Context: an optimization exercise on an open-source flow, tuned for small area. The choices shown serve that exercise and are no tape-out recipe. Only simulation tests tie the RTL to the original design; equivalence was not proved. Power is estimated from default activity; no workload was simulated. The flow treats the clock pin as an ideal source, which a real chip does not have.

Setup of run A:
==> flow/design.v (excerpt) <==
module pc_trace_buffer #(
    parameter int PC_W   = 32,
    parameter int DATA_W = 32,
    parameter int NCH    = 5,
    parameter int DEPTH  = 16,
    parameter int WRAP   = 0
) (
    input  logic                    clk,
    input  logic                    reset,
    input  logic                    arm,
    input  logic                    stop,
    input  logic                    clear,
    input  logic [PC_W-1:0]         pc_in,
    input  logic [NCH*DATA_W-1:0]   ch_in,
    input  logic [NCH-1:0]          ch_mask,
    output logic                    rd_valid,
    input  logic                    rd_ready,
    output logic [PC_W-1:0]         rd_pc,
    output logic [NCH*DATA_W-1:0]   rd_data,
    output logic [trace_pkg::SEQ_W-1:0] rd_seq,
    output logic [$clog2(DEPTH):0]  count,
    output logic                    overflow,
    output logic                    busy
);
Size in the first run: ~5900 cells after synthesis, about 3100 flip-flops, ~420 I/O pins, about 110000 um^2 of cells after synthesis.
clock: 6.0 ns
lec_check: 0
cap_margin: 20
core_margin: 2
core_utilization: 40
slew_margin: 20
run.sh (not shown) runs the stock make flow with config.mk's settings and CLKGATE_MAP_FILE= SYNTH_SCRIPT=/design/flow/synth_recipe.tcl, a recipe that flattens the netlist after the stock synthesis.
Run A reached the final stage; the timing, design-rule and antenna checks on its layout passed.
### run A -> run B
==> flow/flow/run.sh (new file) <==
#!/bin/bash
# Own layout flow: the standard ORFS flow (via the standard.sh) with
#  - synthesis identical to synth_recipe.tcl except that ABC maps with an
#    area-oriented script (flow/area.abc); registers are mapped before ABC,
#    so they come out exactly as in the standard synthesis;
#  - port buffers built from the smallest buffer cell;
#  - CTS settings from CTS_ARGS (larger sink clusters, no dummy loads).
# Each tool's output is kept in orfs/logs/; make's output in standard.log.
set -euo pipefail
W=$PWD

sed 's#^source \$::env(SCRIPTS_DIR)/synth_preamble.tcl#&\nset abc_args [lreplace $abc_args 1 1 '"$W"'/flow/area.abc]#' \
    "$FLOW_HOME/scripts/synth.tcl" > "$W/my_synth_body.tcl"
grep -q "flow/area.abc" "$W/my_synth_body.tcl"
sed 's#\$::env(SCRIPTS_DIR)/synth.tcl#'"$W"'/my_synth_body.tcl#' synth_recipe.tcl > "$W/my_synth.tcl"
grep -q "my_synth_body.tcl" "$W/my_synth.tcl"

CTS="-sink_clustering_enable -repair_clock_nets -dont_use_dummy_load"
CTS="$CTS -buf_list sky130_fd_sc_hd__clkbuf_16 -sink_clustering_size 30 -sink_clustering_max_diameter 100"

bash standard.sh \
    SYNTH_SCRIPT="$W/my_synth.tcl" \
    BUFFER_PORTS_ARGS="-buffer_cell sky130_fd_sc_hd__buf_1" \
    CTS_ARGS="$CTS" \
    finish > "$W/standard.log" 2>&1
==> flow/flow/area.abc (new file) <==
&get -n
&st
&dch
&nf -a
&put
topo
==> flow/standard.sh (new file) <==
#!/bin/bash
# synth_recipe.tcl (not shown) runs the flow's synth.tcl, then flattens the netlist and writes it again
# the make line also repeats each setting of config.mk as NAME=value (left out here)
make -C /OpenROAD-flow-scripts/flow DESIGN_CONFIG=/design/flow/config.mk WORK_HOME=/design/flow/orfs CLKGATE_MAP_FILE= SYNTH_SCRIPT=/design/flow/synth_recipe.tcl "${@:-finish}"
-- flow/config.mk --
<<< run A, line 9
export CORE_MARGIN = 2
export CORE_UTILIZATION = 40
export SLEW_MARGIN = 20
>>> run B, line 9
export CORE_MARGIN = 2
export CORE_UTILIZATION = 70
export PLACE_DENSITY = 0.8
export SLEW_MARGIN = 20
removed: flow/run.sh
Results
- In the tables for run B and run A, netlist area before placement reads lower with run B.
- Diff run B and run A: clock network power share lower in run B
- rd_pc[31] as the termination of the worst setup path was reported by run A, and rd_pc[2] by run B.
- The higher finished layout cell area of run B and run A is in run A.
- In run B, the met3 layer usage reported by global route came out 1.4 points above the value in run A.
- Sum of met2 wire segment lengths after detailed routing in run B is about 13% below run A.
- Comparing run B and run A, the lower filler-free cell count of the finished design is on run B.
- The final reports for run B and run A show number of placed instances, taps included lower in the former.
The following lists how run C was set up differently from run B:
==> flow/run.sh (new file) <==
#!/bin/bash
# synth_recipe.tcl (not shown) runs the flow's synth.tcl, then flattens the netlist and writes it again
# the make line also repeats each setting of config.mk as NAME=value (left out here)
make -C /OpenROAD-flow-scripts/flow DESIGN_CONFIG=/design/flow/config.mk WORK_HOME=/design/flow/orfs CLKGATE_MAP_FILE= SYNTH_SCRIPT=/design/flow/synth_recipe.tcl finish
-- flow/config.mk --
<<< run B, line 10
export CORE_UTILIZATION = 70
export PLACE_DENSITY = 0.8
>>> run C, line 10
export CORE_UTILIZATION = 70
export CTS_BUF_LIST = sky130_fd_sc_hd__clkbuf_16
export CTS_CLUSTER_DIAMETER = 100
export CTS_CLUSTER_SIZE = 30
export PLACE_DENSITY = 0.8
removed: flow/flow/run.sh
removed: flow/flow/area.abc
removed: flow/standard.sh
### Flow results
- Taking run B as the reference, in run C non-clock buffer count +3.3%, sequential cell area fraction in the yosys report -1.9 points, clock period minus worst slack +0.57 ns, wire length +4.5%.
- Between run C and run B, it is run C whose core utilization is higher, by 0.72 points.
- Compare run C and run B | all-layer global routing usage higher: run C

[separate check: timing with driven ports]
How much do the figures lean on ideal ports? The routed layouts below were timed once more, with nothing changed but the port constraints. Step 1: set_driving_cell puts a clkbuf_16 on clk and a buf_2 on each other input, an assumption about the parent block. Step 2 times the ports against the registers' clock, not the clock port: input delays grow and output delays shrink by t, the midpoint of the rising clock arrivals with the driver on. Slacks: no drivers / after step 1 / after step 2; pairs: no drivers / after step 1.
run | shift t [ns] | setup slack, ns | worst setup path at the end
run A | 0.986 | 0.147 / 0.054 / 0.532 | input to register
run B | 0.841 | 0.780 / 0.696 / 1.536 | register to output
run C | 0.870 | 0.207 / 0.119 / 0.799 | input to register
After both steps every run listed still meets setup and hold.
